What follows belongs to an exercise in optimizing a design on an open flow for small area; a production flow would make more cautious choices.
Only simulation tests tie the RTL to the original design; equivalence was not proved.
No activity file was given, so power comes from the tool's default toggle rates.

== try-sierra ==
==> flow/design.v (excerpt) <==
module soc_ifc_top (
    input  wire                            clk,
    input  wire                            cptra_rst_b,
    input  wire soc_ifc_pkg::soc_ifc_req_t req_i,
    output soc_ifc_pkg::soc_ifc_rsp_t      rsp_o,
    output logic                           fuse_done_o,
    output logic                           error_intr_o,
    output logic                           cptra_error_fatal_o,
    output logic                           nmi_intr_o
);
For scale: roughly 460 flip-flops, about 81 I/O pins, ~16000 µm² of cells after synthesis.
Settings: LEC_CHECK=0, CAP_MARGIN=20, CORE_MARGIN=2, CORE_UTILIZATION=65, PLACE_DENSITY=0.75, SLEW_MARGIN=20; clock period 5.0 ns.
standard.sh (not shown) runs the stock make flow with config.mk's settings and CLKGATE_MAP_FILE= SYNTH_SCRIPT=/design/flow/synth_recipe.tcl, a recipe that flattens the netlist after the stock synthesis.
==> flow/flow/run.sh <==
#!/bin/bash
# Standard ORFS layout with these changes to how cells are chosen:
# - synthesis maps logic with an area-oriented ABC script (flow/abc_map.script)
#   in place of ORFS's speed script; everything else in synthesis is standard,
#   so registers keep the standard synthesis's names and cell types
# - every port gets the smallest buffer (buf_1)
# - clock tree synthesis uses clkbuf_8 over clusters of up to 16 sinks and
#   inserts no dummy loads
# Each step's full output goes to its own log here (synth.log, standard.log)
# and ORFS's per-step logs stay under orfs/logs.
set -euo pipefail
work=$(pwd)
rm -rf "$work/scripts_area"
cp -r "$FLOW_HOME/scripts" "$work/scripts_area"
cp "$work/flow/abc_map.script" "$work/scripts_area/abc_speed.script"
export BUFFER_PORTS_ARGS="-buffer_cell sky130_fd_sc_hd__buf_1"
export CTS_ARGS="-sink_clustering_enable -repair_clock_nets -dont_use_dummy_load -buf_list {sky130_fd_sc_hd__clkbuf_4 sky130_fd_sc_hd__clkbuf_8} -sink_clustering_size 12 -sink_clustering_max_diameter 60"
SCRIPTS_DIR="$work/scripts_area" bash standard.sh synth > synth.log 2>&1
bash standard.sh > standard.log 2>&1
==> flow/flow/abc_map.script <==
strash
&get -n
&st
&dch
&nf -a
&st
&syn2
&dch
&nf -a
&st
&syn2
&dch
&nf -a -R 1000
&put
topo
stime -c
try-sierra finished all stages; the layout is clean.
[inputs] try-juniper vs try-sierra
-- flow/flow/run.sh --
<<< try-sierra, line 16
export BUFFER_PORTS_ARGS="-buffer_cell sky130_fd_sc_hd__buf_1"
export CTS_ARGS="-sink_clustering_enable -repair_clock_nets -dont_use_dummy_load -buf_list {sky130_fd_sc_hd__clkbuf_4 sky130_fd_sc_hd__clkbuf_8} -sink_clustering_size 12 -sink_clustering_max_diameter 60"
SCRIPTS_DIR="$work/scripts_area" bash standard.sh synth > synth.log 2>&1
>>> try-juniper, line 16
export BUFFER_PORTS_ARGS="-buffer_cell sky130_fd_sc_hd__buf_1"
export CTS_ARGS="-sink_clustering_enable -repair_clock_nets -dont_use_dummy_load -buf_list sky130_fd_sc_hd__clkbuf_4 -sink_clustering_size 9 -sink_clustering_max_diameter 45"
SCRIPTS_DIR="$work/scripts_area" bash standard.sh synth > synth.log 2>&1
Results
- try-juniper ended up with rsp_o[13] as its worst setup path endpoint; try-sierra ended up with cn2_q[31].
- The lower count of clock-buffer cells in the layout of try-sierra and try-juniper is in try-sierra.
- Final area ended up about 0.9% lower on try-juniper than on try-sierra.
- Per the comparison of try-juniper with try-sierra, clock-pin slew on the worst setup and hold paths now larger; worst-path maximum fanout has increased; number of buffers and inverters on the critical path climbed 1; via count up about 0.33%; area growth from synthesis to final layout went down.
For try-violet, these inputs were changed with respect to try-juniper:
-- flow/flow/run.sh --
<<< try-juniper, line 16
export BUFFER_PORTS_ARGS="-buffer_cell sky130_fd_sc_hd__buf_1"
export CTS_ARGS="-sink_clustering_enable -repair_clock_nets -dont_use_dummy_load -buf_list sky130_fd_sc_hd__clkbuf_4 -sink_clustering_size 9 -sink_clustering_max_diameter 45"
SCRIPTS_DIR="$work/scripts_area" bash standard.sh synth > synth.log 2>&1
>>> try-violet, line 16
export BUFFER_PORTS_ARGS="-buffer_cell sky130_fd_sc_hd__buf_1"
export CTS_ARGS="-sink_clustering_enable -repair_clock_nets -dont_use_dummy_load -buf_list sky130_fd_sc_hd__clkbuf_8 -sink_clustering_size 20 -sink_clustering_max_diameter 90"
SCRIPTS_DIR="$work/scripts_area" bash standard.sh synth > synth.log 2>&1
Notes after the runs:
Relative to try-juniper, part of the power in registers increased by 1.4 points in try-violet.
The via count of the first global-routing pass of try-violet falls short of that of try-juniper by 2.0%.
Diff try-juniper -> try-violet | portion of the layout cell area used by clock cells | decrease of 0.39 points
try-violet vs try-juniper — cell count dropped 32.
Comparing try-juniper and try-violet, shortest period the worst path allows is lower on try-violet.
try-juniper → try-violet: total wire length decreased by 0.72% relative to the old numbers; fraction of power consumed by the clock network went down 1.5 points; cell area after layout decreased by about 0.4% relative to the old numbers.
Compared to try-juniper, try-violet leaves more free space in the core.
On slew of the pin with the lowest slew margin: try-violet sits above try-juniper.
Looking at area added between synthesis and finish across try-juniper and try-violet, the one that comes out lower is try-violet.
What try-yarrow does differently from try-violet at the input level:
-- flow/flow/run.sh --
<<< try-violet, line 16
export BUFFER_PORTS_ARGS="-buffer_cell sky130_fd_sc_hd__buf_1"
export CTS_ARGS="-sink_clustering_enable -repair_clock_nets -dont_use_dummy_load -buf_list sky130_fd_sc_hd__clkbuf_8 -sink_clustering_size 20 -sink_clustering_max_diameter 90"
SCRIPTS_DIR="$work/scripts_area" bash standard.sh synth > synth.log 2>&1
>>> try-yarrow, line 16
export BUFFER_PORTS_ARGS="-buffer_cell sky130_fd_sc_hd__buf_1"
export CTS_ARGS="-sink_clustering_enable -repair_clock_nets -dont_use_dummy_load -buf_list sky130_fd_sc_hd__clkbuf_8 -sink_clustering_size 16 -sink_clustering_max_diameter 80"
SCRIPTS_DIR="$work/scripts_area" bash standard.sh synth > synth.log 2>&1
-- flow/config.mk --
<<< try-violet, line 9
export CORE_MARGIN = 2
export CORE_UTILIZATION = 65
export PLACE_DENSITY = 0.75
export SLEW_MARGIN = 20
>>> try-yarrow, line 9
export CORE_MARGIN = 2
export CORE_UTILIZATION = 75
export PLACE_DENSITY = 0.85
export SLEW_MARGIN = 20
Findings:
- Critical path depth down 7 in try-yarrow wrt try-violet
- When try-yarrow is set beside try-violet, its clock network latency to the later pin of the worst-skew pair turns out to be 0.05 ns smaller.
- Routability congestion estimate shrinks by a few percent when moving from try-violet to try-yarrow.
- try-violet -> try-yarrow: timing-limited maximum frequency decreased by a few percent
- Relative to try-violet, number of non-filler instances in the completed layout has decreased by 41 in try-yarrow.

---

onyx:
Another version of the RTL of soc_ifc_top (not shown whole).
For scale: roughly 1100 cells after synthesis, roughly 81 I/O pins.
clock: 5.0 ns
lec_check: 0
cap_margin: 20
core_margin: 2
core_utilization: 65
gpl_timing_driven: 0
place_density: 0.75
slew_margin: 20
==> flow/flow/run.sh <==
#!/bin/bash
# Standard ORFS layout with these changes to how cells are chosen:
# - synthesis maps logic with an area-oriented ABC script (flow/abc_map.script)
#   in place of ORFS's speed script; everything else in synthesis is standard
# - ports get the smallest buffer
# - clock tree synthesis clusters more sinks per buffer and inserts no dummy loads
set -euo pipefail
work=$(pwd)
rm -rf "$work/scripts_area"
cp -r "$FLOW_HOME/scripts" "$work/scripts_area"
cp "$work/flow/abc_map.script" "$work/scripts_area/abc_speed.script"
export BUFFER_PORTS_ARGS="-buffer_cell sky130_fd_sc_hd__buf_1"
export CTS_ARGS="-sink_clustering_enable -repair_clock_nets -dont_use_dummy_load -sink_clustering_size 25 -sink_clustering_max_diameter 100"
SCRIPTS_DIR="$work/scripts_area" bash standard.sh synth > synth.log 2>&1
bash standard.sh > standard.log 2>&1
==> flow/flow/abc_map.script <==
strash
&get -n
&st
&dch
&nf -a
&st
&syn2
&dch
&nf -a
&put
topo
stime -c
## Diff of input files: quartz against onyx
diff --git a/flow/flow/run.sh b/flow/flow/run.sh
--- a/flow/flow/run.sh
+++ b/flow/flow/run.sh
@@ -13 +13 @@
-export CTS_ARGS="-sink_clustering_enable -repair_clock_nets -dont_use_dummy_load -sink_clustering_size 25 -sink_clustering_max_diameter 100"
+export CTS_ARGS="-sink_clustering_enable -repair_clock_nets -dont_use_dummy_load -buf_list sky130_fd_sc_hd__clkbuf_8 -sink_clustering_size 16 -sink_clustering_max_diameter 80"
diff --git a/flow/config.mk b/flow/config.mk
--- a/flow/config.mk
+++ b/flow/config.mk
@@ -11 +10,0 @@
-export GPL_TIMING_DRIVEN = 0
## What came out
Measured against each other, quartz and onyx differ in routed wire length, the higher figure coming from onyx.
quartz against onyx; worst vdd rail ir drop is down by more than a quarter.
When the final numbers for quartz and onyx were put side by side, the total design power turned out to be greater in onyx.
Average routed wire per standard cell, quartz and onyx, lower one = quartz.
onyx has a lower maximum frequency than quartz.
Between quartz and onyx, share of cells above drive strength 1 is lower for quartz, onyx comes in above that.
| worst hold slack | quartz vs onyx | 0.011 ns lower |
Between quartz and onyx, the difference in area taken by flip-flops and latches is negligible.
Delta (quartz minus onyx): final cell count decreased by about 0.6% relative to the old numbers; via count decreased by 145 relative to the old numbers.
Here is what was changed in the inputs of lagoon compared with quartz.
==> flow/run.sh (new file) <==
#!/bin/bash
# synth_recipe.tcl (not shown) runs the flow's synth.tcl, then flattens the netlist and writes it again
# the make line also repeats each setting of config.mk as NAME=value (left out here)
make -C /OpenROAD-flow-scripts/flow DESIGN_CONFIG=/design/flow/config.mk WORK_HOME=/design/flow/orfs CLKGATE_MAP_FILE= SYNTH_SCRIPT=/design/flow/synth_recipe.tcl finish
diff --git a/flow/config.mk b/flow/config.mk
--- a/flow/config.mk
+++ b/flow/config.mk
@@ -10,2 +10 @@
-export CORE_UTILIZATION = 65
-export PLACE_DENSITY = 0.75
+export CORE_UTILIZATION = 40
removed: flow/flow/run.sh
removed: flow/flow/abc_map.script
removed: flow/standard.sh
Notes after the runs:
Compared with quartz, lagoon shows a lower required time of the critical path.
Relative to quartz, critical path depth decreased by 19 in lagoon.
Sort lagoon and quartz by number of buffers and inverters on the critical path, descending, and lagoon comes first.
Relative to quartz, slack of the worst reg-to-reg path has gone up in lagoon.
[compare] base=quartz new=lagoon: worst slack on hold paths -0.031 ns, power went up by 37%, share of synthesized cell area in full adder, half adder and majority cells picked up an extra 0.67 points.
From quartz to lagoon the numbers moved as follows: met2 capacity usage during global routing down 11 points, clock period minus final worst setup slack up 0.0036 ns, non-clock buffer count down 7, final critical-path share of the clock period flat.

-- re-timing with driven ports --
Ports are ideal in the flow. The routed layouts listed here were re-timed in OpenROAD.
Step 1 sets driving cells, clkbuf_16 on the clock port and buf_2 on the other inputs (assumed; they add their load-dependent delay and slew).
Step 2 also shifts input and output timing later by t, the mid clock arrival at the registers, as if the neighbouring blocks saw the same clock.
Slacks: no drivers / after step 1 / after step 2; pairs: no drivers / after step 1.
run	shift t [ns]	slack for setup (ns)	latest minus earliest clock arrival (ns)	worst slew at a driven data input, ns
try-sierra	0.592	0.642 / 0.633 / 0.642	0.055 / 0.054	0.04
try-juniper	0.744	0.611 / 0.567 / 0.704	0.073 / 0.073	0.04
try-violet	0.627	0.641 / 0.641 / 0.641	0.024 / 0.025	0.04
try-yarrow	0.575	0.552 / 0.506 / 0.646	0.053 / 0.053	0.04
onyx	0.574	0.155 / 0.155 / 0.155	0.059 / 0.059	0.04
quartz	0.575	0.367 / 0.367 / 0.367	0.047 / 0.048	0.03
lagoon	0.614	0.364 / 0.308 / 0.922	0.032 / 0.032	0.04
After both steps every run listed still meets setup and hold.
